This is an optimization exercise on Yosys and OpenROAD, whose aim is small area and a short achievable clock period, not a production implementation. RTL that was checked went through simulation tests only; none was proved equivalent to the original. The flow treats the clock pin as an ideal source, which a real chip does not have. Power and IR drop assume default switching activity.

## nic_control
module nic_control (
    input  logic                          clk,
    input  logic                          resetn,
    input  logic                          req_write,
    input  logic [8-1:0]   req_write_index,
    input  logic [32-1:0]    req_write_data,
    input  logic                          req_read,
    input  logic [8-1:0]   req_read_index,
    output logic                          rsp_write_done,
    output logic [1:0]                    rsp_write_resp,
    output logic                          rsp_read_valid,
    output logic [32-1:0]    rsp_read_data,
    output logic [1:0]                    rsp_read_resp,
    input  logic                          ev_good,
    input  logic                          ev_bad,
    input  logic                          ev_range_err,
    input  logic [32-1:0]   seq_tdata,
    input  logic                          seq_tvalid,
    input  logic                          seq_tready,
    input  logic                          overflow_0,
    input  logic                          overflow_1,
    input  logic                          hbm_cattrip,
    input  logic                          pcs_aligned,
    input  logic                          generator_idle,
    output logic [64-1:0]        cfg_pci_base,
    output logic [64-1:0]        cfg_pci_size,
    output logic [64-1:0]        cfg_packet_count,
    output logic                          cfg_loopback,
    output logic                          gen_packets,
    output logic                          pause_pci,
    output logic                          resetn_out
);
    logic [31:0] wd;
    assign wd = req_write_data;
    logic w_good_h, w_good_l, w_bad_h, w_bad_l;
    logic w_base_h, w_base_l, w_size_h, w_size_l;
    logic w_reset, w_clear, w_cnt_h, w_cnt_l, w_loop, w_pause;
    logic w_ok;
    assign w_good_h = req_write && req_write_index == 8'd2;
    assign w_good_l = req_write && req_write_index == 8'd3;
    assign w_bad_h  = req_write && req_write_index == 8'd4;
  ...
Size: ~440 flip-flops, roughly 20000 µm² of cells after synthesis.
export LEC_CHECK = 0
export CAP_MARGIN = 20
export CORE_MARGIN = 2
export CORE_UTILIZATION = 55
export CTS_CLUSTER_DIAMETER = 80
export CTS_CLUSTER_SIZE = 25
export PLACE_DENSITY = 0.7
export SETUP_SLACK_MARGIN = 2.8
export SLEW_MARGIN = 20
export TNS_END_PERCENT = 5
export BUFFER_PORTS_ARGS = -buffer_cell sky130_fd_sc_hd__buf_1
export PRE_CTS_TCL = /design/flow/flow/pre_cts.tcl
export DONT_USE_CELLS = sky130_fd_sc_hd__or4_1 sky130_fd_sc_hd__or4_2 sky130_fd_sc_hd__or4_4 sky130_fd_sc_hd__or4b_1 sky130_fd_sc_hd__or4b_2 sky130_fd_sc_hd__or4b_4 sky130_fd_sc_hd__or4bb_1 sky130_fd_sc_hd__or4bb_2 sky130_fd_sc_hd__or4bb_4 sky130_fd_sc_hd__nor4_1 sky130_fd_sc_hd__nor4_2 sky130_fd_sc_hd__nor4_4 sky130_fd_sc_hd__nor4b_1 sky130_fd_sc_hd__nor4b_2 sky130_fd_sc_hd__nor4b_4 sky130_fd_sc_hd__nor4bb_1 sky130_fd_sc_hd__nor4bb_2 sky130_fd_sc_hd__nor4bb_4 sky130_fd_sc_hd__or3_1 sky130_fd_sc_hd__or3_2 sky130_fd_sc_hd__or3_4 sky130_fd_sc_hd__or3b_1 sky130_fd_sc_hd__or3b_2 sky130_fd_sc_hd__or3b_4
create_clock -name core_clock -period 5.0 [get_ports {clk}]
standard.sh (not shown) runs the stock make flow with config.mk's settings and CLKGATE_MAP_FILE= SYNTH_SCRIPT=/design/flow/synth_recipe.tcl, a recipe that flattens the netlist after the stock synthesis.
==> flow/flow/run.sh <==
#!/bin/bash
set -euo pipefail
cd "$(dirname "$0")/.."
FLOWDIR=$(pwd)/flow
cat >> config.mk <<EOC
export BUFFER_PORTS_ARGS = -buffer_cell sky130_fd_sc_hd__buf_1
export PRE_CTS_TCL = $FLOWDIR/pre_cts.tcl
export DONT_USE_CELLS = $(cat $FLOWDIR/slow_cells.txt)
EOC
bash standard.sh > flow_standard.log 2>&1
==> flow/flow/pre_cts.tcl <==
# Wrap clock_tree_synthesis: after the tree is built, remove its root buffer so that the
# clock port drives the first-level buffers directly.
proc my_remove_clock_root {} {
  set block [ord::get_db_block]
  foreach inst [$block getInsts] {
    set name [$inst getName]
    if {![string match "clkbuf_0_*" $name]} { continue }
    set in_net [[$inst findITerm A] getNet]
    set out_net [[$inst findITerm X] getNet]
    set sinks {}
    foreach it [$out_net getITerms] {
      if {[$it getInst] != $inst} { lappend sinks $it }
    }
    if {[llength $sinks] > 4} {
      puts "keeping clock root $name: it drives [llength $sinks] pins"
      continue
    }
    puts "removing clock root $name driving [llength $sinks] pins"
    foreach it $sinks { $it disconnect }
    [$inst findITerm A] disconnect
    [$inst findITerm X] disconnect
    odb::dbInst_destroy $inst
    foreach it $sinks { $it connect $in_net }
    odb::dbNet_destroy $out_net
  }
}

rename clock_tree_synthesis my_orig_clock_tree_synthesis
proc clock_tree_synthesis {args} {
  my_orig_clock_tree_synthesis {*}$args
  my_remove_clock_root
}
==> flow/flow/slow_cells.txt <==
sky130_fd_sc_hd__or4_1 sky130_fd_sc_hd__or4_2 sky130_fd_sc_hd__or4_4 sky130_fd_sc_hd__or4b_1 sky130_fd_sc_hd__or4b_2 sky130_fd_sc_hd__or4b_4 sky130_fd_sc_hd__or4bb_1 sky130_fd_sc_hd__or4bb_2 sky130_fd_sc_hd__or4bb_4 sky130_fd_sc_hd__nor4_1 sky130_fd_sc_hd__nor4_2 sky130_fd_sc_hd__nor4_4 sky130_fd_sc_hd__nor4b_1 sky130_fd_sc_hd__nor4b_2 sky130_fd_sc_hd__nor4b_4 sky130_fd_sc_hd__nor4bb_1 sky130_fd_sc_hd__nor4bb_2 sky130_fd_sc_hd__nor4bb_4 sky130_fd_sc_hd__or3_1 sky130_fd_sc_hd__or3_2 sky130_fd_sc_hd__or3_4 sky130_fd_sc_hd__or3b_1 sky130_fd_sc_hd__or3b_2 sky130_fd_sc_hd__or3b_4
Edit:
--- a/flow/design.v
+++ b/flow/design.v
@@ -177,35 +177,38 @@
         end
     end
     logic [63:0] good, bad;
     logic [63:0] good_carry, bad_carry;
     logic        pci_range_err, seq_error;
     logic [31:0] seq_prior;
     logic        beat, seq_bad;
     nic_prefix_and #(.W(64)) good_carry_i  (.x(good),      .c(good_carry));
     nic_prefix_and #(.W(64)) bad_carry_i   (.x(bad),       .c(bad_carry));
     logic [31:0] wdc;
     logic        ld_good_h, ld_good_l, ld_bad_h, ld_bad_l;
-    logic        inc_good, inc_bad;
+    logic        good_pend, bad_pend;
+    logic [63:0] good_v, bad_v;
     assign wdc       = clear ? 32'd0 : wd;
     assign ld_good_h = clear || w_good_h;
     assign ld_good_l = clear || w_good_l;
     assign ld_bad_h  = clear || w_bad_h;
     assign ld_bad_l  = clear || w_bad_l;
-    assign inc_good  = ev_good && !w_good_h && !w_good_l;
-    assign inc_bad   = ev_bad && !w_bad_h && !w_bad_l;
-    always_ff @(posedge clk) begin
-        good[63:32] <= ld_good_h ? wdc : good[63:32] ^ ({32{inc_good}} & good_carry[63:32]);
-        good[31:0]  <= ld_good_l ? wdc : good[31:0]  ^ ({32{inc_good}} & good_carry[31:0]);
-        bad[63:32]  <= ld_bad_h  ? wdc : bad[63:32]  ^ ({32{inc_bad}}  & bad_carry[63:32]);
-        bad[31:0]   <= ld_bad_l  ? wdc : bad[31:0]   ^ ({32{inc_bad}}  & bad_carry[31:0]);
+    assign good_v    = good ^ ({64{good_pend}} & good_carry);
+    assign bad_v     = bad ^ ({64{bad_pend}} & bad_carry);
+    always_ff @(posedge clk) begin
+        good[63:32] <= ld_good_h ? wdc : good_v[63:32];
+        good[31:0]  <= ld_good_l ? wdc : good_v[31:0];
+        bad[63:32]  <= ld_bad_h  ? wdc : bad_v[63:32];
+        bad[31:0]   <= ld_bad_l  ? wdc : bad_v[31:0];
+        good_pend   <= ev_good && !ld_good_h && !ld_good_l;
+        bad_pend    <= ev_bad && !ld_bad_h && !ld_bad_l;
     end
     always_ff @(posedge clk) begin
         if (clear) begin
             pci_range_err <= 1'b0;
         end else if (ev_range_err) begin
             pci_range_err <= 1'b1;
         end
     end
     assign beat    = seq_tvalid && seq_tready;
     logic [32:0] seq_diff;
     logic [31:0] seq_step_ok;
@@ -233,26 +236,26 @@
     assign rlo = req_read_index[7:4] == 4'd0;
     assign rhi = req_read_index[7:2] == 6'd8;
     for (genvar k = 0; k < 12; k++) begin : g_rs
         assign rsel[k] = rlo && req_read_index[3:0] == k;
     end
     for (genvar k = 0; k < 4; k++) begin : g_rh
         assign rsel[12+k] = rhi && req_read_index[1:0] == k;
     end
     assign rd_err  = !(rlo && req_read_index[3:0] <= 4'd10) && !rhi;
     assign rd_word = ({32{rsel[0]}}  & {30'd0, !hbm_cattrip, pcs_aligned})
                    | ({32{rsel[1]}}  & {28'd0, seq_error, overflow_1, overflow_0, pci_range_err})
-                   | ({32{rsel[2]}}  & good[63:32])
-                   | ({32{rsel[3]}}  & good[31:0])
-                   | ({32{rsel[4]}}  & bad[63:32])
-                   | ({32{rsel[5]}}  & bad[31:0])
+                   | ({32{rsel[2]}}  & good_v[63:32])
+                   | ({32{rsel[3]}}  & good_v[31:0])
+                   | ({32{rsel[4]}}  & bad_v[63:32])
+                   | ({32{rsel[5]}}  & bad_v[31:0])
                    | ({32{rsel[6]}}  & cfg_pci_base[63:32])
                    | ({32{rsel[7]}}  & cfg_pci_base[31:0])
                    | ({32{rsel[8]}}  & cfg_pci_size[63:32])
                    | ({32{rsel[9]}}  & cfg_pci_size[31:0])
                    | ({32{rsel[10]}} & {31'd0, reset_active})
                    | ({32{rsel[13]}} & {31'd0, !generator_idle})
                    | ({32{rsel[14]}} & {31'd0, cfg_loopback})
                    | ({32{rsel[15]}} & pause_count);
     always_ff @(posedge clk) begin
         rsp_read_data <= rd_word;
         read_err      <= rd_err;
Outcome: Final area climbs by 3.1%; core utilization is higher by 2.0 points; setup slack improved by 0.24 ns; clock skew climbs by 0.030 ns; non-clock buffer count is higher by 32; critical path depth came out higher by 3; sequential share of layout area drops by 1.3 points; synthesized area barely changes; power increases by 8.7%; routed wire length rises by 3.5%; combinational power is higher by 41%.
No functional check of the RTL was part of any run of this note.

* * *

## the previous run
nic_control, a different RTL version from the one above (not shown whole).
Size in the first run: roughly 1,800 cells after synthesis, roughly 440 flip-flops, ~330 I/O pins.
clock: 5.0 ns
lec_check: 0
cap_margin: 20
core_margin: 2
core_utilization: 55
cts_cluster_diameter: 80
cts_cluster_size: 25
place_density: 0.7
setup_slack_margin: 2.8
slew_margin: 70
tns_end_percent: 5
buffer_ports_args: -buffer_cell sky130_fd_sc_hd__buf_1
pre_cts_tcl: /design/flow/flow/pre_cts.tcl
dont_use_cells: sky130_fd_sc_hd__or4_1 sky130_fd_sc_hd__or4_2 sky130_fd_sc_hd__or4_4 sky130_fd_sc_hd__or4b_1 sky130_fd_sc_hd__or4b_2 sky130_fd_sc_hd__or4b_4 sky130_fd_sc_hd__or4bb_1 sky130_fd_sc_hd__or4bb_2 sky130_fd_sc_hd__or4bb_4 sky130_fd_sc_hd__nor4_1 sky130_fd_sc_hd__nor4_2 sky130_fd_sc_hd__nor4_4 sky130_fd_sc_hd__nor4b_1 sky130_fd_sc_hd__nor4b_2 sky130_fd_sc_hd__nor4b_4 sky130_fd_sc_hd__nor4bb_1 sky130_fd_sc_hd__nor4bb_2 sky130_fd_sc_hd__nor4bb_4 sky130_fd_sc_hd__or3_1 sky130_fd_sc_hd__or3_2 sky130_fd_sc_hd__or3_4 sky130_fd_sc_hd__or3b_1 sky130_fd_sc_hd__or3b_2 sky130_fd_sc_hd__or3b_4
Scripts as last shown in full above: flow/flow/run.sh, flow/flow/pre_cts.tcl, flow/flow/slow_cells.txt
The previous run: no failed stages, no open violations at the end
--- input diff the previous run..the current run ---
diff --git a/flow/design.v b/flow/design.v
--- a/flow/design.v
+++ b/flow/design.v
@@ -175,18 +175,16 @@
             pause_count <= pause_count ^ (pause_borrow & {32{pause_pci}});
             pause_pci   <= pause_pci && |pause_count[31:1];
         end
     end
     logic [63:0] good, bad;
     logic [63:0] good_carry, bad_carry;
     logic        pci_range_err, seq_error;
-    logic [31:0] seq_expect;
-    logic [31:0] tdata_carry;
+    logic [31:0] seq_prior;
     logic        beat, seq_bad;
-    nic_prefix_and #(.W(32)) tdata_carry_i (.x(seq_tdata), .c(tdata_carry));
     nic_prefix_and #(.W(64)) good_carry_i  (.x(good),      .c(good_carry));
     nic_prefix_and #(.W(64)) bad_carry_i   (.x(bad),       .c(bad_carry));
     logic [31:0] wdc;
     logic        ld_good_h, ld_good_l, ld_bad_h, ld_bad_l;
     logic        inc_good, inc_bad;
     assign wdc       = clear ? 32'd0 : wd;
     assign ld_good_h = clear || w_good_h;
@@ -205,25 +203,31 @@
         if (clear) begin
             pci_range_err <= 1'b0;
         end else if (ev_range_err) begin
             pci_range_err <= 1'b1;
         end
     end
     assign beat    = seq_tvalid && seq_tready;
-    assign seq_bad = (seq_tdata != '0) && (seq_tdata != seq_expect);
+    logic [32:0] seq_diff;
+    logic [31:0] seq_step_ok;
+    assign seq_diff = {1'b0, seq_tdata ^ seq_prior};
+    for (genvar i = 0; i < 32; i++) begin : g_seq
+        assign seq_step_ok[i] = seq_diff[i] ? (seq_diff[i+1] ^ seq_tdata[i]) : !seq_diff[i+1];
+    end
+    assign seq_bad = (seq_tdata != '0) && !(seq_diff[0] && &seq_step_ok);
     always_ff @(posedge clk) begin
         if (clear) begin
             seq_error <= 1'b0;
         end else if (beat && seq_bad) begin
             seq_error <= 1'b1;
         end
     end
     always_ff @(posedge clk) begin
         if (beat || seq_reset) begin
-            seq_expect <= seq_reset ? 32'd1 : seq_tdata ^ tdata_carry;
+            seq_prior <= seq_reset ? 32'd0 : seq_tdata;
         end
     end
     logic [31:0] rd_word;
     logic        rd_err;
     logic [15:0] rsel;
     logic        rlo, rhi;
     assign rlo = req_read_index[7:4] == 4'd0;
[summary]
- Taking the previous run as the reference, in the current run die area went up about 0.36%, sequential share of layout area went up by 0.20 points, total wire length increased by 5.9 mm relative to the old numbers, met3 usage up 1.9 points, sequential power decreased 5.1%.
- Compared the current run against the previous run; layout buffering overhead excluding clock cells within noise.
- Diff the previous run -> the current run: total power -about 11%; part of the cycle the worst path needs now sits higher; internal portion of total power down about 7%; proportion of power drawn by flip-flops and latches increased 3.4 points; number of setup buffers added after CTS rose 7.
- The run showing the greater post-route cell area is the previous run.
- Compared the previous run against the current run; die extent in x within noise.
- Critical path capture point: bad[49] -> the current run, bad[52] -> the previous run
No functional check of the RTL was part of the current run.

* * *

== JK ==
RTL: one of the versions met above, not the one the previous note started from.
For scale: roughly 330 I/O pins, ~20,000 µm² of cells after synthesis.
export LEC_CHECK = 0
export CAP_MARGIN = 20
export CORE_MARGIN = 2
export CORE_UTILIZATION = 55
export CTS_CLUSTER_DIAMETER = 60
export CTS_CLUSTER_SIZE = 20
export PLACE_DENSITY = 0.7
export SETUP_SLACK_MARGIN = 2.8
export SLEW_MARGIN = 20
export TNS_END_PERCENT = 5
export BUFFER_PORTS_ARGS = -buffer_cell sky130_fd_sc_hd__buf_1
export PRE_CTS_TCL = /design/flow/flow/pre_cts.tcl
export DONT_USE_CELLS = sky130_fd_sc_hd__or4_1 sky130_fd_sc_hd__or4_2 sky130_fd_sc_hd__or4_4 sky130_fd_sc_hd__or4b_1 sky130_fd_sc_hd__or4b_2 sky130_fd_sc_hd__or4b_4 sky130_fd_sc_hd__or4bb_1 sky130_fd_sc_hd__or4bb_2 sky130_fd_sc_hd__or4bb_4 sky130_fd_sc_hd__nor4_1 sky130_fd_sc_hd__nor4_2 sky130_fd_sc_hd__nor4_4 sky130_fd_sc_hd__nor4b_1 sky130_fd_sc_hd__nor4b_2 sky130_fd_sc_hd__nor4b_4 sky130_fd_sc_hd__nor4bb_1 sky130_fd_sc_hd__nor4bb_2 sky130_fd_sc_hd__nor4bb_4 sky130_fd_sc_hd__or3_1 sky130_fd_sc_hd__or3_2 sky130_fd_sc_hd__or3_4 sky130_fd_sc_hd__or3b_1 sky130_fd_sc_hd__or3b_2 sky130_fd_sc_hd__or3b_4
create_clock -name core_clock -period 5.0 [get_ports {clk}]
Scripts as last shown in full above: flow/flow/run.sh, flow/flow/pre_cts.tcl, flow/flow/slow_cells.txt
Relative to JK, the following input files were edited for TR:
--- a/flow/design.v
+++ b/flow/design.v
@@ -173,20 +173,22 @@
             pause_pci   <= |wdr;
         end else begin
             pause_count <= pause_count ^ (pause_borrow & {32{pause_pci}});
             pause_pci   <= pause_pci && |pause_count[31:1];
         end
     end
     logic [63:0] good, bad;
     logic [63:0] good_carry, bad_carry;
     logic        pci_range_err, seq_error;
-    logic [31:0] seq_prior;
+    logic [31:0] seq_expect;
+    logic [31:0] tdata_carry;
     logic        beat, seq_bad;
+    nic_prefix_and #(.W(32)) tdata_carry_i (.x(seq_tdata), .c(tdata_carry));
     nic_prefix_and #(.W(64)) good_carry_i  (.x(good),      .c(good_carry));
     nic_prefix_and #(.W(64)) bad_carry_i   (.x(bad),       .c(bad_carry));
     logic [31:0] wdc;
     logic        ld_good_h, ld_good_l, ld_bad_h, ld_bad_l;
     logic        inc_good, inc_bad;
     assign wdc       = clear ? 32'd0 : wd;
     assign ld_good_h = clear || w_good_h;
     assign ld_good_l = clear || w_good_l;
     assign ld_bad_h  = clear || w_bad_h;
@@ -201,35 +203,29 @@
     end
     always_ff @(posedge clk) begin
         if (clear) begin
             pci_range_err <= 1'b0;
         end else if (ev_range_err) begin
             pci_range_err <= 1'b1;
         end
     end
     assign beat    = seq_tvalid && seq_tready;
-    logic [32:0] seq_diff;
-    logic [31:0] seq_step_ok;
-    assign seq_diff = {1'b0, seq_tdata ^ seq_prior};
-    for (genvar i = 0; i < 32; i++) begin : g_seq
-        assign seq_step_ok[i] = seq_diff[i] ? (seq_diff[i+1] ^ seq_tdata[i]) : !seq_diff[i+1];
-    end
-    assign seq_bad = (seq_tdata != '0) && !(seq_diff[0] && &seq_step_ok);
+    assign seq_bad = (seq_tdata != '0) && (seq_tdata != seq_expect);
     always_ff @(posedge clk) begin
         if (clear) begin
             seq_error <= 1'b0;
         end else if (beat && seq_bad) begin
             seq_error <= 1'b1;
         end
     end
     always_ff @(posedge clk) begin
         if (beat || seq_reset) begin
-            seq_prior <= seq_reset ? 32'd0 : seq_tdata;
+            seq_expect <= seq_reset ? 32'd1 : seq_tdata ^ tdata_carry;
         end
     end
     logic [31:0] rd_word;
     logic        rd_err;
     logic [15:0] rsel;
     logic        rlo, rhi;
     assign rlo = req_read_index[7:4] == 4'd0;
     assign rhi = req_read_index[7:2] == 6'd8;
     for (genvar k = 0; k < 12; k++) begin : g_rs
Looking at total power after layout, TR sits 10% above JK. Via count, JK and TR: smaller value in TR. Against JK as the reference, TR delivers a lower final cell count. Delta (TR minus JK): met3 global-route usage went up, peak supply drop now sits higher, number of placed instances, taps included decreased 3.2%. Post-route worst setup slack was lower in JK than in TR. From JK to TR the numbers moved as follows: per-cell routed wire length flat, cell area climbed 390 µm².
No functional check of the RTL was part of JK.

## afterwards: timing with drivers on the ports
The results above use ideal ports. As a check the final layouts listed here were re-extracted and re-timed, cells and wires unchanged.
Step 1 assumes that a clkbuf_16 drives the clock port and a buf_2 every other input.
Step 2 times the ports against the registers' clock, not the clock port: input delays grow and output delays shrink by t, the midpoint of the rising clock arrivals with the driver on.
a / b / c = no drivers / after step 1 / after step 2; a / b = the first two.
run | t, ns | slack for setup (ns) | hold WS [ns] | worst setup path at the end | cell pins on the clock port's net
the first run of note 1 | 0.508 | 2.380 / 2.410 / 1.902 | 0.479 / 0.479 / 0.479 | input to register | 2
the second run of note 1 | 0.509 | 2.618 / 2.600 / 2.091 | 0.468 / 0.468 / 0.468 | input to register | 2
the previous run | 0.500 | 2.738 / 2.746 / 2.248 | 0.471 / 0.471 / 0.471 | input to register | 2
the current run | 0.503 | 2.626 / 2.655 / 2.152 | 0.480 / 0.480 / 0.480 | input to register | 2
JK | 0.483 | 2.482 / 2.555 / 2.071 | 0.484 / 0.484 / 0.484 | input to register | 4
TR | 0.465 | 2.544 / 2.618 / 2.153 | 0.470 / 0.470 / 0.470 | input to register | 4
After both steps every run listed still meets setup and hold. For the second run of note 1, which loses most, drivers alone change the setup slack by -0.018 ns; drivers and shift together by -0.527 ns.
